From an optimization exercise on the open Yosys and OpenROAD flow, aimed at small area, a short achievable clock period and few clock cycles per item; shortcuts taken in it are not production practice.
The RTL was checked by simulation tests, not by an equivalence proof against the original design.

==> flow/design.v (outline; a module is shown in full before it is edited, if it fits) <==
// module cordic_iter: 7234 lines
module cordic_iter (
  input  logic        i_clk,
  input  logic        i_rst,
  input  logic        i_valid,
  output logic        o_ready,
  input  logic        i_mode,
  input  logic [23:0] i_x,
  input  logic [23:0] i_y,
  input  logic [23:0] i_theta,
  output logic        o_valid,
  input  logic        i_ready,
  output logic [23:0] o_a,
  output logic [23:0] o_b,
  output logic [23:0] o_z
);
  // ...
==> flow/flow/run.sh <==
#!/bin/bash
# Standard layout, with repair_timing asked to leave more setup slack than the
# 10 ns clock needs, so the achieved period comes out shorter.
set -euo pipefail
export SETUP_SLACK_MARGIN=${MARGIN:-6.4}
bash standard.sh > standard_flow.log 2>&1
==> flow/standard.sh <==
#!/bin/bash
# synth_recipe.tcl (not shown) runs the flow's synth.tcl, then flattens the netlist and writes it again
# the make line also repeats each setting of config.mk as NAME=value (left out here)
make -C /OpenROAD-flow-scripts/flow DESIGN_CONFIG=/design/flow/config.mk WORK_HOME=/design/flow/orfs CLKGATE_MAP_FILE= SYNTH_SCRIPT=/design/flow/synth_recipe.tcl "${@:-finish}"
==> flow/config.mk <==
export PLATFORM = sky130hd
export DESIGN_NAME = cordic_iter
export DESIGN_NICKNAME = cordic_iter
export VERILOG_FILES = /design/flow/design.v
export SDC_FILE = /design/flow/constraint.sdc
export NUM_CORES = 4
export LEC_CHECK = 0
export CAP_MARGIN = 20
export CORE_MARGIN = 2
export CORE_UTILIZATION = 40
export SLEW_MARGIN = 20
==> flow/constraint.sdc <==
create_clock -name core_clock -period 10.0 [get_ports {i_clk}]
set_input_delay 2.0000 -clock core_clock [delete_from_list [all_inputs] [get_ports {i_clk}]]
set_output_delay 2.0000 -clock core_clock [all_outputs]
set_load 0.01 [all_outputs]
==> summary.txt, run 1 <==
Setup path
  – Worst Setup EP: ca_m
  – Crit path launch type: flip-flop
  – Slowest CP cell: fa_1
  – Reg2Reg Depth: 17
  – Req. time, crit path: 10550 ps

STA
  – RSZ-0062 raised after global routing: yes
  – Final min period: 4220 ps
  – Worst hold slack: approximately 370 ps

Final layout
  – Share of layout cells above drive strength 1: 13.2%
  – Most frequent cells in the layout: edfxtp_1 (1138), inv_1 (818), ha_1 (800)
  – FF+latch area: 0.0362 sq mm
  – Fill count: 18800
  – Post-layout instance area: around 0.10 sq mm

Logic synthesis
  – Synth top area share: 40.0%
  – Mapped Area: 0.0853 sq mm
  – Top cells by area, synth: edfxtp_1 (40%), ha_1 (13%), fa_1 (10%)

Detailed routing
  – WL met2: 101000 um
  – Max layer used: met5

Global routing
  – Gr busiest metal: met2
  – Tot GR Track Use: 18.0%

Worst hold path
  – Hold Crit Depth: 0
  – Type of the tightest min-delay check: flip-flop to flip-flop

Run status
  – Status: timing/DRC/antenna clean

Placed design
  – GPL Wtd Cong: 0.856
Testbench counts, summed over its fixed seeds: cycles 1,424, items 1,280.
==> run 2, diff against run 1 <==
--- a/flow/design.v
+++ b/flow/design.v
@@ -528,47 +528,47 @@
   assign q_zs_P4_17 = q_zs_P0_17 & q_zs_P3_15;
   logic q_zs_G4_18, q_zs_P4_18;
   assign q_zs_G4_18 = q_zs_G1_18 | (q_zs_P1_18 & q_zs_G3_15);
   assign q_zs_P4_18 = q_zs_P1_18 & q_zs_P3_15;
   logic [18:0] q_zs_c;
   assign q_zs_c = {q_zs_G4_17, q_zs_G4_16, q_zs_G3_15, q_zs_G3_14, q_zs_G3_13, q_zs_G3_12, q_zs_G3_11, q_zs_G3_10, q_zs_G3_9, q_zs_G3_8, q_zs_G2_7, q_zs_G2_6, q_zs_G2_5, q_zs_G2_4, q_zs_G1_3, q_zs_G1_2, q_zs_G0_1, q_zs_g0c, 1'b0};
   assign q_zs_s = q_zs_p ^ q_zs_c;
   assign q_zr = q_zs_s;
-  logic signed [25:0] q_x;
+  logic signed [24:0] q_x;
   logic signed [24:0] q_y;
   logic [16:0] q_z;
   always_comb begin
     if (m0) begin
       q_x = q_xs_s;
       q_y = q_ys_s[24:0];
       q_z = {15'd0, f1_0, f2_0};
     end else begin
-      q_x = (f1_0 || f2_0) ? -26'sd65536 : 26'sd65536;
+      q_x = (f1_0 || f2_0) ? -25'sd65536 : 25'sd65536;
       q_y = (f2_0 || (!f1_0 && a0[23])) ? -25'sd65536 : 25'sd65536;
       q_z = q_zr[16:0];
     end
   end
   logic        v_1, m_1, dr_1, drn_1;
-  logic signed [25:0] x_1;
+  logic signed [24:0] x_1;
   logic signed [24:0] y_1;
   logic [16:0] z_1;
   always_ff @(posedge i_clk) begin
     if (i_rst) v_1 <= 1'b0;
     else if (en) v_1 <= v0;
     if (en) begin
       m_1  <= m0;
       x_1  <= q_x;
       y_1  <= q_y;
       z_1  <= q_z;
       dr_1 <= m0 ? ~q_y[24] : q_zr[16];
     end
   end
   logic signed [25:0] xe_1, ye_1, xs_1, ys_1;
-  assign xe_1 = 26'(x_1);
+  assign xe_1 = {m_1 ? 1'b0 : x_1[24], x_1};
   assign ye_1 = 26'(y_1);
   assign xs_1 = xe_1 >>> 1;
   assign ys_1 = ye_1 >>> 1;
   logic [25:0] ax1_a, ax1_b, ax1_s;
   assign ax1_a = xe_1;
   assign ax1_b = ys_1 ^ {26{~dr_1}};
   logic [25:0] ax1_p, ax1_g;
   assign ax1_p = ax1_a ^ ax1_b;
@@ -1036,39 +1036,39 @@
   assign az1_G3_15 = az1_G2_15 | (az1_P2_15 & az1_G2_7);
   assign az1_P3_15 = az1_P2_15 & az1_P2_7;
   logic az1_G4_16, az1_P4_16;
   assign az1_G4_16 = az1_g[16] | (az1_p[16] & az1_G3_15);
   assign az1_P4_16 = az1_p[16] & az1_P3_15;
   logic [16:0] az1_c;
   assign az1_c = {az1_G3_15, az1_G3_14, az1_G3_13, az1_G3_12, az1_G3_11, az1_G3_10, az1_G3_9, az1_G3_8, az1_G2_7, az1_G2_6, az1_G2_5, az1_G2_4, az1_G1_3, az1_G1_2, az1_G0_1, az1_g0c, 1'b0};
   assign az1_s = az1_p ^ az1_c;
-  logic signed [25:0] xn_1;
+  logic signed [24:0] xn_1;
   logic signed [24:0] yn_1;
   logic [15:0] zn_1;
-  assign xn_1 = ax1_s[25:0];
+  assign xn_1 = ax1_s[24:0];
   assign yn_1 = ay1_s[24:0];
   assign zn_1 = {az1_s[15], az1_s[14], az1_s[13], az1_s[12], az1_s[11], az1_s[10], az1_s[9], az1_s[8], az1_s[7], az1_s[6], az1_s[5], az1_s[4], az1_s[3], (m_1 ? dr_1 : az1_s[2]), (m_1 ? z_1[1] : az1_s[1]), (m_1 ? z_1[0] : az1_s[0])};
   logic        v_2, m_2, dr_2, drn_2;
-  logic signed [25:0] x_2;
+  logic signed [24:0] x_2;
   logic signed [24:0] y_2;
   logic [15:0] z_2;
   always_ff @(posedge i_clk) begin
     if (i_rst) v_2 <= 1'b0;
     else if (en) v_2 <= v_1;
     if (en) begin
       m_2  <= m_1;
       x_2  <= xn_1;
       y_2  <= yn_1;
       z_2  <= zn_1;
       dr_2 <= m_1 ? ~yn_1[24] : az1_s[15];
     end
   end
   logic signed [25:0] xe_2, ye_2, xs_2, ys_2;
-  assign xe_2 = 26'(x_2);
+  assign xe_2 = {m_2 ? 1'b0 : x_2[24], x_2};
   assign ye_2 = 26'(y_2);
   assign xs_2 = xe_2 >>> 2;
   assign ys_2 = ye_2 >>> 2;
   logic [25:0] ax2_a, ax2_b, ax2_s;
   assign ax2_a = xe_2;
   assign ax2_b = ys_2 ^ {26{~dr_2}};
   logic [25:0] ax2_p, ax2_g;
   assign ax2_p = ax2_a ^ ax2_b;
@@ -1533,39 +1533,39 @@
   assign az2_G3_14 = az2_G2_14 | (az2_P2_14 & az2_G2_7);
   assign az2_P3_14 = az2_P2_14 & az2_P2_7;
   logic az2_G3_15, az2_P3_15;
   assign az2_G3_15 = az2_G2_15 | (az2_P2_15 & az2_G2_7);
   assign az2_P3_15 = az2_P2_15 & az2_P2_7;
   logic [15:0] az2_c;
   assign az2_c = {az2_G3_14, az2_G3_13, az2_G3_12, az2_G3_11, az2_G3_10, az2_G3_9, az2_G3_8, az2_G2_7, az2_G2_6, az2_G2_5, az2_G2_4, az2_G1_3, az2_G1_2, az2_G0_1, az2_g0c, 1'b0};
   assign az2_s = az2_p ^ az2_c;
-  logic signed [25:0] xn_2;
+  logic signed [24:0] xn_2;
   logic signed [23:0] yn_2;
   logic [14:0] zn_2;
-  assign xn_2 = ax2_s[25:0];
+  assign xn_2 = ax2_s[24:0];
   assign yn_2 = ay2_s[23:0];
   assign zn_2 = {az2_s[14], az2_s[13], az2_s[12], az2_s[11], az2_s[10], az2_s[9], az2_s[8], az2_s[7], az2_s[6], az2_s[5], az2_s[4], (m_2 ? dr_2 : az2_s[3]), (m_2 ? z_2[2] : az2_s[2]), (m_2 ? z_2[1] : az2_s[1]), (m_2 ? z_2[0] : az2_s[0])};
   logic        v_3, m_3, dr_3, drn_3;
-  logic signed [25:0] x_3;
+  logic signed [24:0] x_3;
   logic signed [23:0] y_3;
   logic [14:0] z_3;
   always_ff @(posedge i_clk) begin
     if (i_rst) v_3 <= 1'b0;
     else if (en) v_3 <= v_2;
     if (en) begin
       m_3  <= m_2;
       x_3  <= xn_2;
       y_3  <= yn_2;
       z_3  <= zn_2;
       dr_3 <= m_2 ? ~yn_2[23] : az2_s[14];
     end
   end
   logic signed [25:0] xe_3, ye_3, xs_3, ys_3;
-  assign xe_3 = 26'(x_3);
+  assign xe_3 = {m_3 ? 1'b0 : x_3[24], x_3};
   assign ye_3 = 26'(y_3);
   assign xs_3 = xe_3 >>> 3;
   assign ys_3 = ye_3 >>> 3;
   logic [25:0] ax3_a, ax3_b, ax3_s;
   assign ax3_a = xe_3;
   assign ax3_b = ys_3 ^ {26{~dr_3}};
   logic [25:0] ax3_p, ax3_g;
   assign ax3_p = ax3_a ^ ax3_b;
@@ -2018,39 +2018,39 @@
   assign az3_G3_13 = az3_G2_13 | (az3_P2_13 & az3_G2_7);
   assign az3_P3_13 = az3_P2_13 & az3_P2_7;
   logic az3_G3_14, az3_P3_14;
   assign az3_G3_14 = az3_G2_14 | (az3_P2_14 & az3_G2_7);
   assign az3_P3_14 = az3_P2_14 & az3_P2_7;
   logic [14:0] az3_c;
   assign az3_c = {az3_G3_13, az3_G3_12, az3_G3_11, az3_G3_10, az3_G3_9, az3_G3_8, az3_G2_7, az3_G2_6, az3_G2_5, az3_G2_4, az3_G1_3, az3_G1_2, az3_G0_1, az3_g0c, 1'b0};
   assign az3_s = az3_p ^ az3_c;
-  logic signed [25:0] xn_3;
+  logic signed [24:0] xn_3;
   logic signed [22:0] yn_3;
   logic [13:0] zn_3;
-  assign xn_3 = ax3_s[25:0];
+  assign xn_3 = ax3_s[24:0];
   assign yn_3 = ay3_s[22:0];
   assign zn_3 = {az3_s[13], az3_s[12], az3_s[11], az3_s[10], az3_s[9], az3_s[8], az3_s[7], az3_s[6], az3_s[5], (m_3 ? dr_3 : az3_s[4]), (m_3 ? z_3[3] : az3_s[3]), (m_3 ? z_3[2] : az3_s[2]), (m_3 ? z_3[1] : az3_s[1]), (m_3 ? z_3[0] : az3_s[0])};
   logic        v_4, m_4, dr_4, drn_4;
-  logic signed [25:0] x_4;
+  logic signed [24:0] x_4;
   logic signed [22:0] y_4;
   logic [13:0] z_4;
   always_ff @(posedge i_clk) begin
     if (i_rst) v_4 <= 1'b0;
     else if (en) v_4 <= v_3;
     if (en) begin
       m_4  <= m_3;
       x_4  <= xn_3;
       y_4  <= yn_3;
       z_4  <= zn_3;
       dr_4 <= m_3 ? ~yn_3[22] : az3_s[13];
     end
   end
   logic signed [25:0] xe_4, ye_4, xs_4, ys_4;
-  assign xe_4 = 26'(x_4);
+  assign xe_4 = {m_4 ? 1'b0 : x_4[24], x_4};
   assign ye_4 = 26'(y_4);
   assign xs_4 = xe_4 >>> 4;
   assign ys_4 = ye_4 >>> 4;
   logic [25:0] ax4_a, ax4_b, ax4_s;
   assign ax4_a = xe_4;
   assign ax4_b = ys_4 ^ {26{~dr_4}};
   logic [25:0] ax4_p, ax4_g;
   assign ax4_p = ax4_a ^ ax4_b;
@@ -2494,39 +2494,39 @@
   assign az4_G3_12 = az4_G2_12 | (az4_P2_12 & az4_G2_7);
   assign az4_P3_12 = az4_P2_12 & az4_P2_7;
   logic az4_G3_13, az4_P3_13;
   assign az4_G3_13 = az4_G2_13 | (az4_P2_13 & az4_G2_7);
   assign az4_P3_13 = az4_P2_13 & az4_P2_7;
   logic [13:0] az4_c;
   assign az4_c = {az4_G3_12, az4_G3_11, az4_G3_10, az4_G3_9, az4_G3_8, az4_G2_7, az4_G2_6, az4_G2_5, az4_G2_4, az4_G1_3, az4_G1_2, az4_G0_1, az4_g0c, 1'b0};
   assign az4_s = az4_p ^ az4_c;
-  logic signed [25:0] xn_4;
+  logic signed [24:0] xn_4;
   logic signed [21:0] yn_4;
   logic [12:0] zn_4;
-  assign xn_4 = ax4_s[25:0];
+  assign xn_4 = ax4_s[24:0];
   assign yn_4 = ay4_s[21:0];
   assign zn_4 = {az4_s[12], az4_s[11], az4_s[10], az4_s[9], az4_s[8], az4_s[7], az4_s[6], (m_4 ? dr_4 : az4_s[5]), (m_4 ? z_4[4] : az4_s[4]), (m_4 ? z_4[3] : az4_s[3]), (m_4 ? z_4[2] : az4_s[2]), (m_4 ? z_4[1] : az4_s[1]), (m_4 ? z_4[0] : az4_s[0])};
   logic        v_5, m_5, dr_5, drn_5;
-  logic signed [25:0] x_5;
+  logic signed [24:0] x_5;
   logic signed [21:0] y_5;
   logic [12:0] z_5;
   always_ff @(posedge i_clk) begin
     if (i_rst) v_5 <= 1'b0;
     else if (en) v_5 <= v_4;
     if (en) begin
       m_5  <= m_4;
       x_5  <= xn_4;
       y_5  <= yn_4;
       z_5  <= zn_4;
       dr_5 <= m_4 ? ~yn_4[21] : az4_s[12];
     end
   end
   logic signed [25:0] xe_5, ye_5, xs_5, ys_5;
-  assign xe_5 = 26'(x_5);
+  assign xe_5 = {m_5 ? 1'b0 : x_5[24], x_5};
   assign ye_5 = 26'(y_5);
   assign xs_5 = xe_5 >>> 5;
   assign ys_5 = ye_5 >>> 5;
   logic [25:0] ax5_a, ax5_b, ax5_s;
   assign ax5_a = xe_5;
   assign ax5_b = ys_5 ^ {26{~dr_5}};
   logic [25:0] ax5_p, ax5_g;
   assign ax5_p = ax5_a ^ ax5_b;
@@ -2961,39 +2961,39 @@
   assign az5_G3_11 = az5_G1_11 | (az5_P1_11 & az5_G2_7);
   assign az5_P3_11 = az5_P1_11 & az5_P2_7;
   logic az5_G3_12, az5_P3_12;
   assign az5_G3_12 = az5_G2_12 | (az5_P2_12 & az5_G2_7);
   assign az5_P3_12 = az5_P2_12 & az5_P2_7;
   logic [12:0] az5_c;
   assign az5_c = {az5_G3_11, az5_G3_10, az5_G3_9, az5_G3_8, az5_G2_7, az5_G2_6, az5_G2_5, az5_G2_4, az5_G1_3, az5_G1_2, az5_G0_1, az5_g0c, 1'b0};
   assign az5_s = az5_p ^ az5_c;
-  logic signed [25:0] xn_5;
+  logic signed [24:0] xn_5;
   logic signed [20:0] yn_5;
   logic [11:0] zn_5;
-  assign xn_5 = ax5_s[25:0];
+  assign xn_5 = ax5_s[24:0];
   assign yn_5 = ay5_s[20:0];
   assign zn_5 = {az5_s[11], az5_s[10], az5_s[9], az5_s[8], az5_s[7], (m_5 ? dr_5 : az5_s[6]), (m_5 ? z_5[5] : az5_s[5]), (m_5 ? z_5[4] : az5_s[4]), (m_5 ? z_5[3] : az5_s[3]), (m_5 ? z_5[2] : az5_s[2]), (m_5 ? z_5[1] : az5_s[1]), (m_5 ? z_5[0] : az5_s[0])};
   logic        v_6, m_6, dr_6, drn_6;
-  logic signed [25:0] x_6;
+  logic signed [24:0] x_6;
   logic signed [20:0] y_6;
   logic [11:0] z_6;
   always_ff @(posedge i_clk) begin
     if (i_rst) v_6 <= 1'b0;
     else if (en) v_6 <= v_5;
     if (en) begin
       m_6  <= m_5;
       x_6  <= xn_5;
       y_6  <= yn_5;
       z_6  <= zn_5;
       dr_6 <= m_5 ? ~yn_5[20] : az5_s[11];
     end
   end
   logic signed [25:0] xe_6, ye_6, xs_6, ys_6;
-  assign xe_6 = 26'(x_6);
+  assign xe_6 = {m_6 ? 1'b0 : x_6[24], x_6};
   assign ye_6 = 26'(y_6);
   assign xs_6 = xe_6 >>> 6;
   assign ys_6 = ye_6 >>> 6;
   logic [25:0] ax6_a, ax6_b, ax6_s;
   assign ax6_a = xe_6;
   assign ax6_b = ys_6 ^ {26{~dr_6}};
   logic [25:0] ax6_p, ax6_g;
   assign ax6_p = ax6_a ^ ax6_b;
@@ -3422,39 +3422,39 @@
   assign az6_G3_10 = az6_G1_10 | (az6_P1_10 & az6_G2_7);
   assign az6_P3_10 = az6_P1_10 & az6_P2_7;
   logic az6_G3_11, az6_P3_11;
   assign az6_G3_11 = az6_G1_11 | (az6_P1_11 & az6_G2_7);
   assign az6_P3_11 = az6_P1_11 & az6_P2_7;
   logic [11:0] az6_c;
   assign az6_c = {az6_G3_10, az6_G3_9, az6_G3_8, az6_G2_7, az6_G2_6, az6_G2_5, az6_G2_4, az6_G1_3, az6_G1_2, az6_G0_1, az6_g0c, 1'b0};
   assign az6_s = az6_p ^ az6_c;
-  logic signed [25:0] xn_6;
+  logic signed [24:0] xn_6;
   logic signed [19:0] yn_6;
   logic [10:0] zn_6;
-  assign xn_6 = ax6_s[25:0];
+  assign xn_6 = ax6_s[24:0];
   assign yn_6 = ay6_s[19:0];
   assign zn_6 = {az6_s[10], az6_s[9], az6_s[8], (m_6 ? dr_6 : az6_s[7]), (m_6 ? z_6[6] : az6_s[6]), (m_6 ? z_6[5] : az6_s[5]), (m_6 ? z_6[4] : az6_s[4]), (m_6 ? z_6[3] : az6_s[3]), (m_6 ? z_6[2] : az6_s[2]), (m_6 ? z_6[1] : az6_s[1]), (m_6 ? z_6[0] : az6_s[0])};
   logic        v_7, m_7, dr_7, drn_7;
-  logic signed [25:0] x_7;
+  logic signed [24:0] x_7;
   logic signed [19:0] y_7;
   logic [10:0] z_7;
   always_ff @(posedge i_clk) begin
     if (i_rst) v_7 <= 1'b0;
     else if (en) v_7 <= v_6;
     if (en) begin
       m_7  <= m_6;
       x_7  <= xn_6;
       y_7  <= yn_6;
       z_7  <= zn_6;
       dr_7 <= m_6 ? ~yn_6[19] : az6_s[10];
     end
   end
   logic signed [25:0] xe_7, ye_7, xs_7, ys_7;
-  assign xe_7 = 26'(x_7);
+  assign xe_7 = {m_7 ? 1'b0 : x_7[24], x_7};
   assign ye_7 = 26'(y_7);
   assign xs_7 = xe_7 >>> 7;
   assign ys_7 = ye_7 >>> 7;
   logic [25:0] ax7_a, ax7_b, ax7_s;
   assign ax7_a = xe_7;
   assign ax7_b = ys_7 ^ {26{~dr_7}};
   logic [25:0] ax7_p, ax7_g;
   assign ax7_p = ax7_a ^ ax7_b;
@@ -3874,39 +3874,39 @@
   assign az7_G3_9 = az7_G0_9 | (az7_P0_9 & az7_G2_7);
   assign az7_P3_9 = az7_P0_9 & az7_P2_7;
   logic az7_G3_10, az7_P3_10;
   assign az7_G3_10 = az7_G1_10 | (az7_P1_10 & az7_G2_7);
   assign az7_P3_10 = az7_P1_10 & az7_P2_7;
   logic [10:0] az7_c;
   assign az7_c = {az7_G3_9, az7_G3_8, az7_G2_7, az7_G2_6, az7_G2_5, az7_G2_4, az7_G1_3, az7_G1_2, az7_G0_1, az7_g0c, 1'b0};
   assign az7_s = az7_p ^ az7_c;
-  logic signed [25:0] xn_7;
+  logic signed [24:0] xn_7;
   logic signed [18:0] yn_7;
   logic [9:0] zn_7;
-  assign xn_7 = ax7_s[25:0];
+  assign xn_7 = ax7_s[24:0];
   assign yn_7 = ay7_s[18:0];
   assign zn_7 = {az7_s[9], (m_7 ? dr_7 : az7_s[8]), (m_7 ? z_7[7] : az7_s[7]), (m_7 ? z_7[6] : az7_s[6]), (m_7 ? z_7[5] : az7_s[5]), (m_7 ? z_7[4] : az7_s[4]), (m_7 ? z_7[3] : az7_s[3]), (m_7 ? z_7[2] : az7_s[2]), (m_7 ? z_7[1] : az7_s[1]), (m_7 ? z_7[0] : az7_s[0])};
   logic        v_8, m_8, dr_8, drn_8;
-  logic signed [25:0] x_8;
+  logic signed [24:0] x_8;
   logic signed [18:0] y_8;
   logic [9:0] z_8;
   always_ff @(posedge i_clk) begin
     if (i_rst) v_8 <= 1'b0;
     else if (en) v_8 <= v_7;
     if (en) begin
       m_8  <= m_7;
       x_8  <= xn_7;
       y_8  <= yn_7;
       z_8  <= zn_7;
       dr_8 <= m_7 ? ~yn_7[18] : az7_s[9];
     end
   end
   logic signed [25:0] xe_8, ye_8, xs_8, ys_8;
-  assign xe_8 = 26'(x_8);
+  assign xe_8 = {m_8 ? 1'b0 : x_8[24], x_8};
   assign ye_8 = 26'(y_8);
   assign xs_8 = xe_8 >>> 8;
   assign ys_8 = ye_8 >>> 8;
   logic [25:0] ax8_a, ax8_b, ax8_s;
   assign ax8_a = xe_8;
   assign ax8_b = ys_8 ^ {26{~dr_8}};
   logic [25:0] ax8_p, ax8_g;
   assign ax8_p = ax8_a ^ ax8_b;
@@ -4320,39 +4320,39 @@
   assign az8_G3_8 = az8_g[8] | (az8_p[8] & az8_G2_7);
   assign az8_P3_8 = az8_p[8] & az8_P2_7;
   logic az8_G3_9, az8_P3_9;
   assign az8_G3_9 = az8_G0_9 | (az8_P0_9 & az8_G2_7);
   assign az8_P3_9 = az8_P0_9 & az8_P2_7;
   logic [9:0] az8_c;
   assign az8_c = {az8_G3_8, az8_G2_7, az8_G2_6, az8_G2_5, az8_G2_4, az8_G1_3, az8_G1_2, az8_G0_1, az8_g0c, 1'b0};
   assign az8_s = az8_p ^ az8_c;
-  logic signed [25:0] xn_8;
+  logic signed [24:0] xn_8;
   logic signed [17:0] yn_8;
   logic [9:0] zn_8;
-  assign xn_8 = ax8_s[25:0];
+  assign xn_8 = ax8_s[24:0];
   assign yn_8 = ay8_s[17:0];
   assign zn_8 = {dr_8, (m_8 ? z_8[8] : az8_s[8]), (m_8 ? z_8[7] : az8_s[7]), (m_8 ? z_8[6] : az8_s[6]), (m_8 ? z_8[5] : az8_s[5]), (m_8 ? z_8[4] : az8_s[4]), (m_8 ? z_8[3] : az8_s[3]), (m_8 ? z_8[2] : az8_s[2]), (m_8 ? z_8[1] : az8_s[1]), (m_8 ? z_8[0] : az8_s[0])};
   logic        v_9, m_9, dr_9, drn_9;
-  logic signed [25:0] x_9;
+  logic signed [24:0] x_9;
   logic signed [17:0] y_9;
   logic [9:0] z_9;
   always_ff @(posedge i_clk) begin
     if (i_rst) v_9 <= 1'b0;
     else if (en) v_9 <= v_8;
     if (en) begin
       m_9  <= m_8;
       x_9  <= xn_8;
       y_9  <= yn_8;
       z_9  <= zn_8;
       dr_9 <= m_8 ? ~yn_8[17] : az8_s[8];
     end
   end
   logic signed [25:0] xe_9, ye_9, xs_9, ys_9;
-  assign xe_9 = 26'(x_9);
+  assign xe_9 = {m_9 ? 1'b0 : x_9[24], x_9};
   assign ye_9 = 26'(y_9);
   assign xs_9 = xe_9 >>> 9;
   assign ys_9 = ye_9 >>> 9;
   logic [25:0] ax9_a, ax9_b, ax9_s;
   assign ax9_a = xe_9;
   assign ax9_b = ys_9 ^ {26{~dr_9}};
   logic [25:0] ax9_p, ax9_g;
   assign ax9_p = ax9_a ^ ax9_b;
@@ -4760,39 +4760,39 @@
   assign az9_G2_7 = az9_G1_7 | (az9_P1_7 & az9_G1_3);
   assign az9_P2_7 = az9_P1_7 & az9_P1_3;
   logic az9_G3_8, az9_P3_8;
   assign az9_G3_8 = az9_g[8] | (az9_p[8] & az9_G2_7);
   assign az9_P3_8 = az9_p[8] & az9_P2_7;
   logic [8:0] az9_c;
   assign az9_c = {az9_G2_7, az9_G2_6, az9_G2_5, az9_G2_4, az9_G1_3, az9_G1_2, az9_G0_1, az9_g0c, 1'b0};
   assign az9_s = az9_p ^ az9_c;
-  logic signed [25:0] xn_9;
+  logic signed [24:0] xn_9;
   logic signed [17:0] yn_9;
   logic [10:0] zn_9;
-  assign xn_9 = ax9_s[25:0];
+  assign xn_9 = ax9_s[24:0];
   assign yn_9 = ay9_s[17:0];
   assign zn_9 = {dr_9, z_9[9], z_9[8], (m_9 ? z_9[7] : az9_s[7]), (m_9 ? z_9[6] : az9_s[6]), (m_9 ? z_9[5] : az9_s[5]), (m_9 ? z_9[4] : az9_s[4]), (m_9 ? z_9[3] : az9_s[3]), (m_9 ? z_9[2] : az9_s[2]), (m_9 ? z_9[1] : az9_s[1]), (m_9 ? z_9[0] : az9_s[0])};
   logic        v_10, m_10, dr_10, drn_10;
-  logic signed [25:0] x_10;
+  logic signed [24:0] x_10;
   logic signed [17:0] y_10;
   logic [10:0] z_10;
   always_ff @(posedge i_clk) begin
     if (i_rst) v_10 <= 1'b0;
     else if (en) v_10 <= v_9;
     if (en) begin
       m_10  <= m_9;
       x_10  <= xn_9;
       y_10  <= yn_9;
       z_10  <= zn_9;
       dr_10 <= m_9 ? ~yn_9[17] : az9_s[7];
     end
   end
   logic signed [25:0] xe_10, ye_10, xs_10, ys_10;
-  assign xe_10 = 26'(x_10);
+  assign xe_10 = {m_10 ? 1'b0 : x_10[24], x_10};
   assign ye_10 = 26'(y_10);
   assign xs_10 = xe_10 >>> 10;
   assign ys_10 = ye_10 >>> 10;
   logic [25:0] ax10_a, ax10_b, ax10_s;
   assign ax10_a = xe_10;
   assign ax10_b = ys_10 ^ {26{~dr_10}};
   logic [25:0] ax10_p, ax10_g;
   assign ax10_p = ax10_a ^ ax10_b;
@@ -5197,39 +5197,39 @@
   assign az10_G2_6 = az10_G1_6 | (az10_P1_6 & az10_G1_3);
   assign az10_P2_6 = az10_P1_6 & az10_P1_3;
   logic az10_G2_7, az10_P2_7;
   assign az10_G2_7 = az10_G1_7 | (az10_P1_7 & az10_G1_3);
   assign az10_P2_7 = az10_P1_7 & az10_P1_3;
   logic [7:0] az10_c;
   assign az10_c = {az10_G2_6, az10_G2_5, az10_G2_4, az10_G1_3, az10_G1_2, az10_G0_1, az10_g0c, 1'b0};
   assign az10_s = az10_p ^ az10_c;
-  logic signed [25:0] xn_10;
+  logic signed [24:0] xn_10;
   logic signed [17:0] yn_10;
   logic [11:0] zn_10;
-  assign xn_10 = ax10_s[25:0];
+  assign xn_10 = ax10_s[24:0];
   assign yn_10 = ay10_s[17:0];
   assign zn_10 = {dr_10, z_10[10], z_10[9], z_10[8], z_10[7], (m_10 ? z_10[6] : az10_s[6]), (m_10 ? z_10[5] : az10_s[5]), (m_10 ? z_10[4] : az10_s[4]), (m_10 ? z_10[3] : az10_s[3]), (m_10 ? z_10[2] : az10_s[2]), (m_10 ? z_10[1] : az10_s[1]), (m_10 ? z_10[0] : az10_s[0])};
   logic        v_11, m_11, dr_11, drn_11;
-  logic signed [25:0] x_11;
+  logic signed [24:0] x_11;
   logic signed [17:0] y_11;
   logic [11:0] z_11;
   always_ff @(posedge i_clk) begin
     if (i_rst) v_11 <= 1'b0;
     else if (en) v_11 <= v_10;
     if (en) begin
       m_11  <= m_10;
       x_11  <= xn_10;
       y_11  <= yn_10;
       z_11  <= zn_10;
       dr_11 <= m_10 ? ~yn_10[17] : az10_s[6];
     end
   end
   logic signed [25:0] xe_11, ye_11, xs_11, ys_11;
-  assign xe_11 = 26'(x_11);
+  assign xe_11 = {m_11 ? 1'b0 : x_11[24], x_11};
   assign ye_11 = 26'(y_11);
   assign xs_11 = xe_11 >>> 11;
   assign ys_11 = ye_11 >>> 11;
   logic [25:0] ax11_a, ax11_b, ax11_s;
   assign ax11_a = xe_11;
   assign ax11_b = ys_11 ^ {26{~dr_11}};
   logic [25:0] ax11_p, ax11_g;
   assign ax11_p = ax11_a ^ ax11_b;
@@ -5625,39 +5625,39 @@
   assign az11_G2_5 = az11_G0_5 | (az11_P0_5 & az11_G1_3);
   assign az11_P2_5 = az11_P0_5 & az11_P1_3;
   logic az11_G2_6, az11_P2_6;
   assign az11_G2_6 = az11_G1_6 | (az11_P1_6 & az11_G1_3);
   assign az11_P2_6 = az11_P1_6 & az11_P1_3;
   logic [6:0] az11_c;
   assign az11_c = {az11_G2_5, az11_G2_4, az11_G1_3, az11_G1_2, az11_G0_1, az11_g0c, 1'b0};
   assign az11_s = az11_p ^ az11_c;
-  logic signed [25:0] xn_11;
+  logic signed [24:0] xn_11;
   logic signed [17:0] yn_11;
   logic [12:0] zn_11;
-  assign xn_11 = ax11_s[25:0];
+  assign xn_11 = ax11_s[24:0];
   assign yn_11 = ay11_s[17:0];
   assign zn_11 = {dr_11, z_11[11], z_11[10], z_11[9], z_11[8], z_11[7], z_11[6], (m_11 ? z_11[5] : az11_s[5]), (m_11 ? z_11[4] : az11_s[4]), (m_11 ? z_11[3] : az11_s[3]), (m_11 ? z_11[2] : az11_s[2]), (m_11 ? z_11[1] : az11_s[1]), (m_11 ? z_11[0] : az11_s[0])};
   logic        v_12, m_12, dr_12, drn_12;
-  logic signed [25:0] x_12;
+  logic signed [24:0] x_12;
   logic signed [17:0] y_12;
   logic [12:0] z_12;
   always_ff @(posedge i_clk) begin
     if (i_rst) v_12 <= 1'b0;
     else if (en) v_12 <= v_11;
     if (en) begin
       m_12  <= m_11;
       x_12  <= xn_11;
       y_12  <= yn_11;
       z_12  <= zn_11;
       dr_12 <= m_11 ? ~yn_11[17] : az11_s[5];
     end
   end
   logic signed [25:0] xe_12, ye_12, xs_12, ys_12;
-  assign xe_12 = 26'(x_12);
+  assign xe_12 = {m_12 ? 1'b0 : x_12[24], x_12};
   assign ye_12 = 26'(y_12);
   assign xs_12 = xe_12 >>> 12;
   assign ys_12 = ye_12 >>> 12;
   logic [25:0] ax12_a, ax12_b, ax12_s;
   assign ax12_a = xe_12;
   assign ax12_b = ys_12 ^ {26{~dr_12}};
   logic [25:0] ax12_p, ax12_g;
   assign ax12_p = ax12_a ^ ax12_b;
@@ -6047,39 +6047,39 @@
   assign az12_G2_4 = az12_g[4] | (az12_p[4] & az12_G1_3);
   assign az12_P2_4 = az12_p[4] & az12_P1_3;
   logic az12_G2_5, az12_P2_5;
   assign az12_G2_5 = az12_G0_5 | (az12_P0_5 & az12_G1_3);
   assign az12_P2_5 = az12_P0_5 & az12_P1_3;
   logic [5:0] az12_c;
   assign az12_c = {az12_G2_4, az12_G1_3, az12_G1_2, az12_G0_1, az12_g0c, 1'b0};
   assign az12_s = az12_p ^ az12_c;
-  logic signed [25:0] xn_12;
+  logic signed [24:0] xn_12;
   logic signed [17:0] yn_12;
   logic [13:0] zn_12;
-  assign xn_12 = ax12_s[25:0];
+  assign xn_12 = ax12_s[24:0];
   assign yn_12 = ay12_s[17:0];
   assign zn_12 = {dr_12, z_12[12], z_12[11], z_12[10], z_12[9], z_12[8], z_12[7], z_12[6], z_12[5], (m_12 ? z_12[4] : az12_s[4]), (m_12 ? z_12[3] : az12_s[3]), (m_12 ? z_12[2] : az12_s[2]), (m_12 ? z_12[1] : az12_s[1]), (m_12 ? z_12[0] : az12_s[0])};
   logic        v_13, m_13, dr_13, drn_13;
-  logic signed [25:0] x_13;
+  logic signed [24:0] x_13;
   logic signed [17:0] y_13;
   logic [13:0] z_13;
   always_ff @(posedge i_clk) begin
     if (i_rst) v_13 <= 1'b0;
     else if (en) v_13 <= v_12;
     if (en) begin
       m_13  <= m_12;
       x_13  <= xn_12;
       y_13  <= yn_12;
       z_13  <= zn_12;
       dr_13 <= m_12 ? ~yn_12[17] : az12_s[4];
     end
   end
   logic signed [25:0] xe_13, ye_13, xs_13, ys_13;
-  assign xe_13 = 26'(x_13);
+  assign xe_13 = {m_13 ? 1'b0 : x_13[24], x_13};
   assign ye_13 = 26'(y_13);
   assign xs_13 = xe_13 >>> 13;
   assign ys_13 = ye_13 >>> 13;
   logic [25:0] ax13_a, ax13_b, ax13_s;
   assign ax13_a = xe_13;
   assign ax13_b = ys_13 ^ {26{~dr_13}};
   logic [25:0] ax13_p, ax13_g;
   assign ax13_p = ax13_a ^ ax13_b;
@@ -6463,39 +6463,39 @@
   assign az13_G1_3 = az13_G0_3 | (az13_P0_3 & az13_G0_1);
   assign az13_P1_3 = az13_P0_3 & az13_P0_1;
   logic az13_G2_4, az13_P2_4;
   assign az13_G2_4 = az13_g[4] | (az13_p[4] & az13_G1_3);
   assign az13_P2_4 = az13_p[4] & az13_P1_3;
   logic [4:0] az13_c;
   assign az13_c = {az13_G1_3, az13_G1_2, az13_G0_1, az13_g0c, 1'b0};
   assign az13_s = az13_p ^ az13_c;
-  logic signed [25:0] xn_13;
+  logic signed [24:0] xn_13;
   logic signed [17:0] yn_13;
   logic [14:0] zn_13;
-  assign xn_13 = ax13_s[25:0];
+  assign xn_13 = ax13_s[24:0];
   assign yn_13 = ay13_s[17:0];
   assign zn_13 = {dr_13, z_13[13], z_13[12], z_13[11], z_13[10], z_13[9], z_13[8], z_13[7], z_13[6], z_13[5], z_13[4], (m_13 ? z_13[3] : az13_s[3]), (m_13 ? z_13[2] : az13_s[2]), (m_13 ? z_13[1] : az13_s[1]), (m_13 ? z_13[0] : az13_s[0])};
   logic        v_14, m_14, dr_14, drn_14;
-  logic signed [25:0] x_14;
+  logic signed [24:0] x_14;
   logic signed [17:0] y_14;
   logic [14:0] z_14;
   always_ff @(posedge i_clk) begin
     if (i_rst) v_14 <= 1'b0;
     else if (en) v_14 <= v_13;
     if (en) begin
       m_14  <= m_13;
       x_14  <= xn_13;
       y_14  <= yn_13;
       z_14  <= zn_13;
       dr_14 <= m_13 ? ~yn_13[17] : az13_s[3];
     end
   end
   logic signed [25:0] xe_14, ye_14, xs_14, ys_14;
-  assign xe_14 = 26'(x_14);
+  assign xe_14 = {m_14 ? 1'b0 : x_14[24], x_14};
   assign ye_14 = 26'(y_14);
   assign xs_14 = xe_14 >>> 14;
   assign ys_14 = ye_14 >>> 14;
   logic [25:0] ax14_a, ax14_b, ax14_s;
   assign ax14_a = xe_14;
   assign ax14_b = ys_14 ^ {26{~dr_14}};
   logic [25:0] ax14_p, ax14_g;
   assign ax14_p = ax14_a ^ ax14_b;
@@ -6876,24 +6876,24 @@
   assign az14_G1_2 = az14_g[2] | (az14_p[2] & az14_G0_1);
   assign az14_P1_2 = az14_p[2] & az14_P0_1;
   logic az14_G1_3, az14_P1_3;
   assign az14_G1_3 = az14_G0_3 | (az14_P0_3 & az14_G0_1);
   assign az14_P1_3 = az14_P0_3 & az14_P0_1;
   logic [3:0] az14_c;
   assign az14_c = {az14_G1_2, az14_G0_1, az14_g0c, 1'b0};
   assign az14_s = az14_p ^ az14_c;
-  logic signed [25:0] xn_14;
+  logic signed [24:0] xn_14;
   logic signed [17:0] yn_14;
   logic [15:0] zn_14;
-  assign xn_14 = ax14_s[25:0];
+  assign xn_14 = ax14_s[24:0];
   assign yn_14 = ay14_s[17:0];
   assign zn_14 = {dr_14, z_14[14], z_14[13], z_14[12], z_14[11], z_14[10], z_14[9], z_14[8], z_14[7], z_14[6], z_14[5], z_14[4], z_14[3], (m_14 ? z_14[2] : az14_s[2]), (m_14 ? z_14[1] : az14_s[1]), (m_14 ? z_14[0] : az14_s[0])};
   logic        v_15, m_15, dr_15, drn_15;
-  logic signed [25:0] x_15;
+  logic signed [24:0] x_15;
   logic signed [17:0] y_15;
   logic [15:0] z_15;
   always_ff @(posedge i_clk) begin
     if (i_rst) v_15 <= 1'b0;
     else if (en) v_15 <= v_14;
     if (en) begin
       m_15  <= m_14;
       x_15  <= xn_14;
@@ -6901,136 +6901,220 @@
       z_15  <= zn_14;
       dr_15 <= m_14 ? ~yn_14[17] : az14_s[2];
     end
   end
   logic signed [2:0] t_x, t_y;    
   assign t_x = y_15[17:15];
   assign t_y = x_15[17:15];
   logic [3:0] k_xi, k_yi;
-  assign k_xi = dr_15 ? {t_x[2], t_x} : -{t_x[2], t_x};
-  assign k_yi = dr_15 ? -{t_y[2], t_y} : {t_y[2], t_y};
+  assign k_xi = {dr_15, t_x};
+  assign k_yi = {dr_15, t_y};
   logic [41:0] k_x;
   logic [33:0] k_y;
   always_comb begin
     case (k_xi)
-      4'd8: k_x = 42'h3fffffb2458;
-      4'd9: k_x = 42'h3fffffbbfcd;
-      4'd10: k_x = 42'h3fffffc5b42;
-      4'd11: k_x = 42'h3fffffcf6b7;
-      4'd12: k_x = 42'h3fffffd922c;
-      4'd13: k_x = 42'h3fffffe2da1;
-      4'd14: k_x = 42'h3fffffec916;
-      4'd15: k_x = 42'h3ffffff648b;
-      4'd0: k_x = 42'h0;
-      4'd1: k_x = 42'h9b75;
-      4'd2: k_x = 42'h136ea;
-      4'd3: k_x = 42'h1d25f;
-      4'd4: k_x = 42'h26dd4;
-      4'd5: k_x = 42'h30949;
-      4'd6: k_x = 42'h3a4be;
-      4'd7: k_x = 42'h44033;
+      4'd0: k_x = 42'h490;
+      4'd1: k_x = 42'h3ffffff691b;
+      4'd2: k_x = 42'h3fffffecda6;
+      4'd3: k_x = 42'h3fffffe3231;
+      4'd4: k_x = 42'h27264;
+      4'd5: k_x = 42'h1d6ef;
+      4'd6: k_x = 42'h13b7a;
+      4'd7: k_x = 42'ha005;
+      4'd8: k_x = 42'h490;
+      4'd9: k_x = 42'ha005;
+      4'd10: k_x = 42'h13b7a;
+      4'd11: k_x = 42'h1d6ef;
+      4'd12: k_x = 42'h3fffffd96bc;
+      4'd13: k_x = 42'h3fffffe3231;
+      4'd14: k_x = 42'h3fffffecda6;
+      4'd15: k_x = 42'h3ffffff691b;
     endcase
     case (k_yi)
-      4'd8: k_y = 34'h3fffb2458;
-      4'd9: k_y = 34'h3fffbbfcd;
-      4'd10: k_y = 34'h3fffc5b42;
-      4'd11: k_y = 34'h3fffcf6b7;
-      4'd12: k_y = 34'h3fffd922c;
-      4'd13: k_y = 34'h3fffe2da1;
-      4'd14: k_y = 34'h3fffec916;
-      4'd15: k_y = 34'h3ffff648b;
-      4'd0: k_y = 34'h0;
-      4'd1: k_y = 34'h9b75;
-      4'd2: k_y = 34'h136ea;
-      4'd3: k_y = 34'h1d25f;
-      4'd4: k_y = 34'h26dd4;
-      4'd5: k_y = 34'h30949;
-      4'd6: k_y = 34'h3a4be;
-      4'd7: k_y = 34'h44033;
+      4'd0: k_y = 34'h490;
+      4'd1: k_y = 34'ha005;
+      4'd2: k_y = 34'h13b7a;
+      4'd3: k_y = 34'h1d6ef;
+      4'd4: k_y = 34'h3fffd96bc;
+      4'd5: k_y = 34'h3fffe3231;
+      4'd6: k_y = 34'h3fffecda6;
+      4'd7: k_y = 34'h3ffff691b;
+      4'd8: k_y = 34'h490;
+      4'd9: k_y = 34'h3ffff691b;
+      4'd10: k_y = 34'h3fffecda6;
+      4'd11: k_y = 34'h3fffe3231;
+      4'd12: k_y = 34'h27264;
+      4'd13: k_y = 34'h1d6ef;
+      4'd14: k_y = 34'h13b7a;
+      4'd15: k_y = 34'ha005;
     endcase
   end
+  logic signed [25:0] xe_15;
+  assign xe_15 = {m_15 ? 1'b0 : x_15[24], x_15};
   logic [41:0] ma_t0;
-  assign ma_t0 = (42'(x_15) <<< 0);
+  assign ma_t0 = (42'(xe_15) <<< 0);
   logic [41:0] ma_t1;
-  assign ma_t1 = (42'(x_15) <<< 2);
+  assign ma_t1 = (42'(xe_15) <<< 2);
   logic [41:0] ma_t2;
-  assign ma_t2 = ((~(42'(x_15))) <<< 4);
+  assign ma_t2 = ((~(42'(xe_15))) <<< 4);
   logic [41:0] ma_t3;
-  assign ma_t3 = ((~(42'(x_15))) <<< 7);
+  assign ma_t3 = ((~(42'(xe_15))) <<< 7);
   logic [41:0] ma_t4;
-  assign ma_t4 = ((~(42'(x_15))) <<< 10);
+  assign ma_t4 = ((~(42'(xe_15))) <<< 10);
   logic [41:0] ma_t5;
-  assign ma_t5 = (42'(x_15) <<< 13);
+  assign ma_t5 = (42'(xe_15) <<< 13);
   logic [41:0] ma_t6;
-  assign ma_t6 = (42'(x_15) <<< 15);
-  logic [41:0] ma_t7;
-  assign ma_t7 = 42'd1168;
+  assign ma_t6 = (42'(xe_15) <<< 15);
   logic [41:0] ma_s0_0, ma_c0_0;
   assign ma_s0_0 = ma_t0 ^ ma_t1 ^ ma_t2;
   assign ma_c0_0 = ((ma_t0 & ma_t1) | (ma_t0 & ma_t2) | (ma_t1 & ma_t2)) << 1;
   logic [41:0] ma_s0_2, ma_c0_2;
   assign ma_s0_2 = ma_t3 ^ ma_t4 ^ ma_t5;
   assign ma_c0_2 = ((ma_t3 & ma_t4) | (ma_t3 & ma_t5) | (ma_t4 & ma_t5)) << 1;
-  logic [41:0] ma_s0_4, ma_c0_4;
-  assign ma_s0_4 = ma_t6 ^ ma_t7 ^ k_x;
-  assign ma_c0_4 = ((ma_t6 & ma_t7) | (ma_t6 & k_x) | (ma_t7 & k_x)) << 1;
   logic [41:0] ma_s1_0, ma_c1_0;
   assign ma_s1_0 = ma_s0_0 ^ ma_c0_0 ^ ma_s0_2;
   assign ma_c1_0 = ((ma_s0_0 & ma_c0_0) | (ma_s0_0 & ma_s0_2) | (ma_c0_0 & ma_s0_2)) << 1;
   logic [41:0] ma_s1_2, ma_c1_2;
-  assign ma_s1_2 = ma_c0_2 ^ ma_s0_4 ^ ma_c0_4;
-  assign ma_c1_2 = ((ma_c0_2 & ma_s0_4) | (ma_c0_2 & ma_c0_4) | (ma_s0_4 & ma_c0_4)) << 1;
+  assign ma_s1_2 = ma_c0_2 ^ ma_t6 ^ k_x;
+  assign ma_c1_2 = ((ma_c0_2 & ma_t6) | (ma_c0_2 & k_x) | (ma_t6 & k_x)) << 1;
   logic [41:0] ma_s2_0, ma_c2_0;
   assign ma_s2_0 = ma_s1_0 ^ ma_c1_0 ^ ma_s1_2;
   assign ma_c2_0 = ((ma_s1_0 & ma_c1_0) | (ma_s1_0 & ma_s1_2) | (ma_c1_0 & ma_s1_2)) << 1;
   logic [41:0] ma_s3_0, ma_c3_0;
   assign ma_s3_0 = ma_s2_0 ^ ma_c2_0 ^ ma_c1_2;
   assign ma_c3_0 = ((ma_s2_0 & ma_c2_0) | (ma_s2_0 & ma_c1_2) | (ma_c2_0 & ma_c1_2)) << 1;
-  logic [16:0] ma_lo;
-  assign ma_lo = {1'b0, ma_s3_0[15:0]} + {1'b0, ma_c3_0[15:0]};
+  logic [15:0] ma_lg, ma_lp;
+  assign ma_lg = ma_s3_0[15:0] & ma_c3_0[15:0];
+  assign ma_lp = ma_s3_0[15:0] ^ ma_c3_0[15:0];
+  logic ma_cg0_0, ma_cp0_0;
+  assign ma_cg0_0 = ma_lg[1] | (ma_lp[1] & ma_lg[0]);
+  assign ma_cp0_0 = ma_lp[1] & ma_lp[0];
+  logic ma_cg0_2, ma_cp0_2;
+  assign ma_cg0_2 = ma_lg[3] | (ma_lp[3] & ma_lg[2]);
+  assign ma_cp0_2 = ma_lp[3] & ma_lp[2];
+  logic ma_cg0_4, ma_cp0_4;
+  assign ma_cg0_4 = ma_lg[5] | (ma_lp[5] & ma_lg[4]);
+  assign ma_cp0_4 = ma_lp[5] & ma_lp[4];
+  logic ma_cg0_6, ma_cp0_6;
+  assign ma_cg0_6 = ma_lg[7] | (ma_lp[7] & ma_lg[6]);
+  assign ma_cp0_6 = ma_lp[7] & ma_lp[6];
+  logic ma_cg0_8, ma_cp0_8;
+  assign ma_cg0_8 = ma_lg[9] | (ma_lp[9] & ma_lg[8]);
+  assign ma_cp0_8 = ma_lp[9] & ma_lp[8];
+  logic ma_cg0_10, ma_cp0_10;
+  assign ma_cg0_10 = ma_lg[11] | (ma_lp[11] & ma_lg[10]);
+  assign ma_cp0_10 = ma_lp[11] & ma_lp[10];
+  logic ma_cg0_12, ma_cp0_12;
+  assign ma_cg0_12 = ma_lg[13] | (ma_lp[13] & ma_lg[12]);
+  assign ma_cp0_12 = ma_lp[13] & ma_lp[12];
+  logic ma_cg0_14, ma_cp0_14;
+  assign ma_cg0_14 = ma_lg[15] | (ma_lp[15] & ma_lg[14]);
+  assign ma_cp0_14 = ma_lp[15] & ma_lp[14];
+  logic ma_cg1_0, ma_cp1_0;
+  assign ma_cg1_0 = ma_cg0_2 | (ma_cp0_2 & ma_cg0_0);
+  assign ma_cp1_0 = ma_cp0_2 & ma_cp0_0;
+  logic ma_cg1_2, ma_cp1_2;
+  assign ma_cg1_2 = ma_cg0_6 | (ma_cp0_6 & ma_cg0_4);
+  assign ma_cp1_2 = ma_cp0_6 & ma_cp0_4;
+  logic ma_cg1_4, ma_cp1_4;
+  assign ma_cg1_4 = ma_cg0_10 | (ma_cp0_10 & ma_cg0_8);
+  assign ma_cp1_4 = ma_cp0_10 & ma_cp0_8;
+  logic ma_cg1_6, ma_cp1_6;
+  assign ma_cg1_6 = ma_cg0_14 | (ma_cp0_14 & ma_cg0_12);
+  assign ma_cp1_6 = ma_cp0_14 & ma_cp0_12;
+  logic ma_cg2_0, ma_cp2_0;
+  assign ma_cg2_0 = ma_cg1_2 | (ma_cp1_2 & ma_cg1_0);
+  assign ma_cp2_0 = ma_cp1_2 & ma_cp1_0;
+  logic ma_cg2_2, ma_cp2_2;
+  assign ma_cg2_2 = ma_cg1_6 | (ma_cp1_6 & ma_cg1_4);
+  assign ma_cp2_2 = ma_cp1_6 & ma_cp1_4;
+  logic ma_cg3_0, ma_cp3_0;
+  assign ma_cg3_0 = ma_cg2_2 | (ma_cp2_2 & ma_cg2_0);
+  assign ma_cp3_0 = ma_cp2_2 & ma_cp2_0;
   logic [33:0] mb_t0;
   assign mb_t0 = (34'(y_15) <<< 0);
   logic [33:0] mb_t1;
   assign mb_t1 = (34'(y_15) <<< 2);
   logic [33:0] mb_t2;
   assign mb_t2 = ((~(34'(y_15))) <<< 4);
   logic [33:0] mb_t3;
   assign mb_t3 = ((~(34'(y_15))) <<< 7);
   logic [33:0] mb_t4;
   assign mb_t4 = ((~(34'(y_15))) <<< 10);
   logic [33:0] mb_t5;
   assign mb_t5 = (34'(y_15) <<< 13);
   logic [33:0] mb_t6;
   assign mb_t6 = (34'(y_15) <<< 15);
-  logic [33:0] mb_t7;
-  assign mb_t7 = 34'd1168;
   logic [33:0] mb_s0_0, mb_c0_0;
   assign mb_s0_0 = mb_t0 ^ mb_t1 ^ mb_t2;
   assign mb_c0_0 = ((mb_t0 & mb_t1) | (mb_t0 & mb_t2) | (mb_t1 & mb_t2)) << 1;
   logic [33:0] mb_s0_2, mb_c0_2;
   assign mb_s0_2 = mb_t3 ^ mb_t4 ^ mb_t5;
   assign mb_c0_2 = ((mb_t3 & mb_t4) | (mb_t3 & mb_t5) | (mb_t4 & mb_t5)) << 1;
-  logic [33:0] mb_s0_4, mb_c0_4;
-  assign mb_s0_4 = mb_t6 ^ mb_t7 ^ k_y;
-  assign mb_c0_4 = ((mb_t6 & mb_t7) | (mb_t6 & k_y) | (mb_t7 & k_y)) << 1;
   logic [33:0] mb_s1_0, mb_c1_0;
   assign mb_s1_0 = mb_s0_0 ^ mb_c0_0 ^ mb_s0_2;
   assign mb_c1_0 = ((mb_s0_0 & mb_c0_0) | (mb_s0_0 & mb_s0_2) | (mb_c0_0 & mb_s0_2)) << 1;
   logic [33:0] mb_s1_2, mb_c1_2;
-  assign mb_s1_2 = mb_c0_2 ^ mb_s0_4 ^ mb_c0_4;
-  assign mb_c1_2 = ((mb_c0_2 & mb_s0_4) | (mb_c0_2 & mb_c0_4) | (mb_s0_4 & mb_c0_4)) << 1;
+  assign mb_s1_2 = mb_c0_2 ^ mb_t6 ^ k_y;
+  assign mb_c1_2 = ((mb_c0_2 & mb_t6) | (mb_c0_2 & k_y) | (mb_t6 & k_y)) << 1;
   logic [33:0] mb_s2_0, mb_c2_0;
   assign mb_s2_0 = mb_s1_0 ^ mb_c1_0 ^ mb_s1_2;
   assign mb_c2_0 = ((mb_s1_0 & mb_c1_0) | (mb_s1_0 & mb_s1_2) | (mb_c1_0 & mb_s1_2)) << 1;
   logic [33:0] mb_s3_0, mb_c3_0;
   assign mb_s3_0 = mb_s2_0 ^ mb_c2_0 ^ mb_c1_2;
   assign mb_c3_0 = ((mb_s2_0 & mb_c2_0) | (mb_s2_0 & mb_c1_2) | (mb_c2_0 & mb_c1_2)) << 1;
-  logic [16:0] mb_lo;
-  assign mb_lo = {1'b0, mb_s3_0[15:0]} + {1'b0, mb_c3_0[15:0]};
+  logic [15:0] mb_lg, mb_lp;
+  assign mb_lg = mb_s3_0[15:0] & mb_c3_0[15:0];
+  assign mb_lp = mb_s3_0[15:0] ^ mb_c3_0[15:0];
+  logic mb_cg0_0, mb_cp0_0;
+  assign mb_cg0_0 = mb_lg[1] | (mb_lp[1] & mb_lg[0]);
+  assign mb_cp0_0 = mb_lp[1] & mb_lp[0];
+  logic mb_cg0_2, mb_cp0_2;
+  assign mb_cg0_2 = mb_lg[3] | (mb_lp[3] & mb_lg[2]);
+  assign mb_cp0_2 = mb_lp[3] & mb_lp[2];
+  logic mb_cg0_4, mb_cp0_4;
+  assign mb_cg0_4 = mb_lg[5] | (mb_lp[5] & mb_lg[4]);
+  assign mb_cp0_4 = mb_lp[5] & mb_lp[4];
+  logic mb_cg0_6, mb_cp0_6;
+  assign mb_cg0_6 = mb_lg[7] | (mb_lp[7] & mb_lg[6]);
+  assign mb_cp0_6 = mb_lp[7] & mb_lp[6];
+  logic mb_cg0_8, mb_cp0_8;
+  assign mb_cg0_8 = mb_lg[9] | (mb_lp[9] & mb_lg[8]);
+  assign mb_cp0_8 = mb_lp[9] & mb_lp[8];
+  logic mb_cg0_10, mb_cp0_10;
+  assign mb_cg0_10 = mb_lg[11] | (mb_lp[11] & mb_lg[10]);
+  assign mb_cp0_10 = mb_lp[11] & mb_lp[10];
+  logic mb_cg0_12, mb_cp0_12;
+  assign mb_cg0_12 = mb_lg[13] | (mb_lp[13] & mb_lg[12]);
+  assign mb_cp0_12 = mb_lp[13] & mb_lp[12];
+  logic mb_cg0_14, mb_cp0_14;
+  assign mb_cg0_14 = mb_lg[15] | (mb_lp[15] & mb_lg[14]);
+  assign mb_cp0_14 = mb_lp[15] & mb_lp[14];
+  logic mb_cg1_0, mb_cp1_0;
+  assign mb_cg1_0 = mb_cg0_2 | (mb_cp0_2 & mb_cg0_0);
+  assign mb_cp1_0 = mb_cp0_2 & mb_cp0_0;
+  logic mb_cg1_2, mb_cp1_2;
+  assign mb_cg1_2 = mb_cg0_6 | (mb_cp0_6 & mb_cg0_4);
+  assign mb_cp1_2 = mb_cp0_6 & mb_cp0_4;
+  logic mb_cg1_4, mb_cp1_4;
+  assign mb_cg1_4 = mb_cg0_10 | (mb_cp0_10 & mb_cg0_8);
+  assign mb_cp1_4 = mb_cp0_10 & mb_cp0_8;
+  logic mb_cg1_6, mb_cp1_6;
+  assign mb_cg1_6 = mb_cg0_14 | (mb_cp0_14 & mb_cg0_12);
+  assign mb_cp1_6 = mb_cp0_14 & mb_cp0_12;
+  logic mb_cg2_0, mb_cp2_0;
+  assign mb_cg2_0 = mb_cg1_2 | (mb_cp1_2 & mb_cg1_0);
+  assign mb_cp2_0 = mb_cp1_2 & mb_cp1_0;
+  logic mb_cg2_2, mb_cp2_2;
+  assign mb_cg2_2 = mb_cg1_6 | (mb_cp1_6 & mb_cg1_4);
+  assign mb_cp2_2 = mb_cp1_6 & mb_cp1_4;
+  logic mb_cg3_0, mb_cp3_0;
+  assign mb_cg3_0 = mb_cg2_2 | (mb_cp2_2 & mb_cg2_0);
+  assign mb_cp3_0 = mb_cp2_2 & mb_cp2_0;
   logic [6:0] zk;
   assign zk = z_15[6:0];    
   logic [18:0] zt, zv;
   always_comb begin
     case (zk)
       7'd0: zt = 19'h7d3d9;
       7'd1: zt = 19'h641b9;
       7'd2: zt = 19'h165f9;
@@ -7172,20 +7256,20 @@
     if (i_rst) v_m <= 1'b0;
     else if (en) v_m <= v_15;
     if (en) begin
       m_m  <= m_15;
       zf_m <= m_15 && (x_15 == '0);    
       z_m  <= m_15 ? zv : {{17{zr16[1]}}, zr16};
       sa_m <= ma_s3_0[41:16];
       ka_m <= ma_c3_0[41:16];
-      ca_m <= ma_lo[16];
+      ca_m <= ma_cg3_0;
       sb_m <= mb_s3_0[33:16];
       kb_m <= mb_c3_0[33:16];
-      cb_m <= mb_lo[16];
+      cb_m <= mb_cg3_0;
     end
   end
   logic signed [25:0] sa;
   logic signed [17:0] qb;
   logic [23:0] r_a;
   logic [17:0] r_b;
   logic [18:0] r_z;
   assign sa = sa_m + ka_m + 26'(ca_m);
==> summary.txt, run 2 <==
Placed design
  – GPL Wtd Cong: 0.862 (was 0.856)
  – Post-DP HPWL: 146000 um (was 145000 um)
  – PortBufs: 150 (unchanged)

Die
  – Chip Height: 466 um (about the same)
  – Top-level I/O count: 151 (unchanged)
  – Initial Util: 40.3% (was 40.2%)
  – Die ar.: 0.217 sq mm (about the same)
  – FP Rows: 169 (unchanged)
  – Core area: 0.212 sq mm (about the same)
  – Chip width: 466 um (about the same)

Logic synthesis
  – #FFs+latches synth: 1252 (was 1237)
  – Syn Area/Cell: 11.3 sq um (was 11.5 sq um)
  – Mapped Area: 0.0855 sq mm (was 0.0853 sq mm)
  – Most frequent cells after synthesis: edfxtp_1 (1123), inv_1 (985), ha_1 (813) (was edfxtp_1 (1138), ha_1 (863), inv_1 (856))
  – Cells after Synth: 7563 (was 7393)
  – EDFF count, synth: 1123 (was 1138)
  – Synth warn: 1 (unchanged)
  – Most frequent cell after synthesis: edfxtp_1 (unchanged)
  – Synth top area share: 39.4% (was 40.0%)
  – Post-synthesis sequential area ratio: 42.5% (was 42.4%)
  – Post-synthesis async set-or-reset flop share: 0% (unchanged)
  – Ys flop type: edfxtp_1 (unchanged)
  – Unique masters post-synth: 95 (was 91)
  – Top cells by area, synth: edfxtp_1 (39%), ha_1 (12%), fa_1 (10%) (was edfxtp_1 (40%), ha_1 (13%), fa_1 (10%))
  – Syn Nets: 8880 (was 8770)
  – Area leader, netlist: edfxtp_1 (unchanged)

Worst hold path
  – Type of the tightest min-delay check: flip-flop to flip-flop (unchanged)

Clock network
  – Post-CTS Hold Buffers: 0 (unchanged)
  – Worst-path clk slew: 60 ps (about the same)
  – TritonCTS clock tree: yes (unchanged)
  – Clock Root Buffer: clkbuf_16 (unchanged)
  – CTS Buffer Depth: 3 (unchanged)
  – Num Clock Sinks: 1252 (was 1237)
  – Max H-tree Level: 4 (unchanged)
  – Total CTS buffers: 146 (was 147)
  – Clock latency (worst-skew pair): 830 ps (was 800 ps)

Final layout
  – Commonest non-fill, non-tap cell in the layout: edfxtp_1 (unchanged)
  – Syn-to-layout area delta: 18.2% (was 18.9%)
  – Multi-input logic area: 0.0472 sq mm (was 0.0484 sq mm)
  – Biggest regs: out_q (61), skid_q (61) (unchanged)
  – FF+latch area: 0.0363 sq mm (was 0.0362 sq mm)
  – Nets: 9410 (was 9260)
  – Most frequent cells in the layout: edfxtp_1 (1123), inv_1 (938), ha_1 (790) (was edfxtp_1 (1138), inv_1 (818), ha_1 (800))
  – Fill count: 19100 (was 18800)
  – Share of layout cells above drive strength 1: 13.3% (was 13.2%)

Setup path
  – Req. time, crit path: 10710 ps (was 10550 ps)
  – Max incr delay on CP: 520 ps (was 490 ps)
  – Critical Path Most Common Cell: xnor2_2 (was buf_4)
  – Crit path launch type: flip-flop (unchanged)
  – Critical path arrival: 5020 ps (was 4770 ps)
  – Bufs and invs on worst path: 4 (unchanged)
  – Crit Path Max Fanout: 5 (was 9)
  – Cell family with most CP delay: compound AO/OA/AOI/OAI gates (was adder cells)
  – CP Cell Sequence: buf_6 > xnor2_2 > fa_2 > nor2b_2 > o21a_1 > o21ai_2 > a21o_1 > a21oi_4 > nor4_4 > nor3b_2 > nor2_2 > fa_2 > xnor2_2 > xnor2_2 > buf_4 > nand2_2 > a21boi_4 > inv_4 > buf_6 > nor2_4 > nor2_4 > a221o_1 (was clkinvlp_4 > buf_4 > ha_2 > nand2_1 > o21ai_1 > xnor2_1 > buf_4 > buf_4 > fa_1 > fa_2 > fa_2 > ha_1 > a21o_1 > a21o_1 > a21oi_2 > nand2_1 > o21a_1)
  – CP Class: flip-flop to flip-flop (unchanged)
  – Slowest CP cell: edfxtp_1 (was fa_1)
  – Setup crit end kind: flip-flop (unchanged)

STA
  – Worst Skew: 44.4 ps (was 52.6 ps)
  – Setup-failing EPs final: 0 (unchanged)
  – Worst slew pin tran: 1060 ps (was 936 ps)
  – Max Fclk: 232 MHz (was 237 MHz)
  – Final period utilization: 43.1% (was 42.2%)
  – RSZ-0062 raised after global routing: yes (unchanged)
  – Worst rel slew slack: 28.9% (was 37.4%)
  – Setup_tns: 0 ps (unchanged)
  – Final min period: 4310 ps (was 4220 ps)
  – Pins Over Slew Limit: 0 (unchanged)
  – Final Hold Fails: 0 (unchanged)

Global routing
  – Largest net degree at the start of global routing: 190 (was 91)
  – First-pass GRT wire length: 312000 um (about the same)
  – Global route overflow: 0 (unchanged)
  – Initial antenna violation count: 6 (was 5)
  – Tot GR Track Use: 18.0% (about the same)
  – Vias in the first global route: 58000 (was 57600)

Detailed routing
  – WL final: 198000 um (about the same)
  – Post-route ant nets: 0 (unchanged)
  – Vias per std cell: 5.08 (was 5.13)
  – Drt first pass iters: 5 (was 7)
  – DR vias: 56100 (was 55600)
  – Initial drt markers: 2995 (was 2956)
  – DRC: 0 (unchanged)
  – Routed len/inst: 18.0 um (was 18.3 um)

Job
  – Max Cap Viol: 0 (unchanged)

Run status
  – Status: timing/DRC/antenna clean (unchanged)
[run 2: cell count changes after synthesis, sizes merged, moves of 38 or more]
| cell | before | now |
|---|---|---|
| nand2 | 268 | 308 |
| inv | 856 | 986 |
| xor2 | 467 | 429 |
| xnor2 | 588 | 650 |
| a21o | 197 | 143 |
| ha | 863 | 813 |
[run 2: timing repair]
item	4_1_cts	5_1_grt
pin swaps	146	165
cloned	18	8
gates resized for setup	477	268
endpoints found under the setup margin	654	439
buffers inserted	212	113
[run 2: area by class of cell]
cell class,count,area share [%]
sequential,1252,35.9
multi-input combinational,5171,46.7
tap,2821,3.49
clock buffer,175,3.85
antenna,2,0.00495
inverter,988,3.80
timing repair buffer,532,5.07
clock inverter,95,1.18
timing repair inverter,2,0.0124
[run 2: worst paths after layout]
path | slack (ps) | end | cells after the start | start
max | 5690 | k_x[13] | 22 | dr_14
min | 420 | z_10[2] | 0 | z_9[2]
max reg2reg | 5690 | k_x[13] | 22 | dr_14
min reg2reg | 420 | z_10[2] | 0 | z_9[2]
[run 2: stage by stage]
stage	area [sq um]	setup slack, ps	util, %	instances	hold slack, ps
6_report	101000	5690	47.6	11000	416
5_1_grt	101000	5480	47.6	11000	413
3_5_place_dp	90500	4690	42.6	10400	405
4_1_cts	98800	5780	46.5	10900	414
3_3_place_gp	90500	4610	42.6	10400	401
2_1_floorplan	85900	5570	-	7563	400
[run 2: kinds of logic after synthesis]
| family | share of synthesized area, % |
|---|---|
| simple gates | 7.77 |
| compound gates | 10.6 |
| fa+ha+maj | 21.9 |
| mux | 0.979 |
| xor+xnor | 11.1 |
| buf+inv | 5.13 |
| flops | 42.5 |
[run 2: per-layer routing]
metal	track usage, %	up-vias	routed length, um
met3	2.64	296	7190
met1	22.6	27500	85700
li1	-	27400	-
met2	32.1	912	100000
met5	0	-	29
met4	5.25	4	5360
Testbench counts of run 2, summed over its fixed seeds: cycles 1,424, items 1,280.

## afterwards: timing with drivers on the ports
No port has a modelled driver above. Below, the same layouts with a new extraction and two added sets of constraints.
Step 1 assumes that a clkbuf_16 drives the clock port and a buf_2 every other input.
Step 2 adds t to the input delays and takes it off the output delays; t is the mean of the earliest and latest rising clock arrival at the registers after step 1. Input paths then give back, and output paths get back, about the clock's delay inside the block.
Three values: ideal, step 1, step 2; two values: the first two.
| run | t, ns | setup slack, ns | hold WS [ns] | worst setup path after step 2 | worst register clock-pin slew, ns |
|---|---|---|---|---|---|
| run 1 | 0.867 | 5.779 / 5.779 / 5.530 | 0.373 / 0.373 / 0.373 | input to register | 0.06 / 0.06 |
| run 2 | 0.899 | 5.691 / 5.691 / 5.613 | 0.416 / 0.416 / 0.416 | input to register | 0.07 / 0.07 |
After both steps every run listed still meets setup and hold. The setup slack of run 1, which loses most, moves by 0.000 ns with the drivers and by -0.249 ns with both steps.
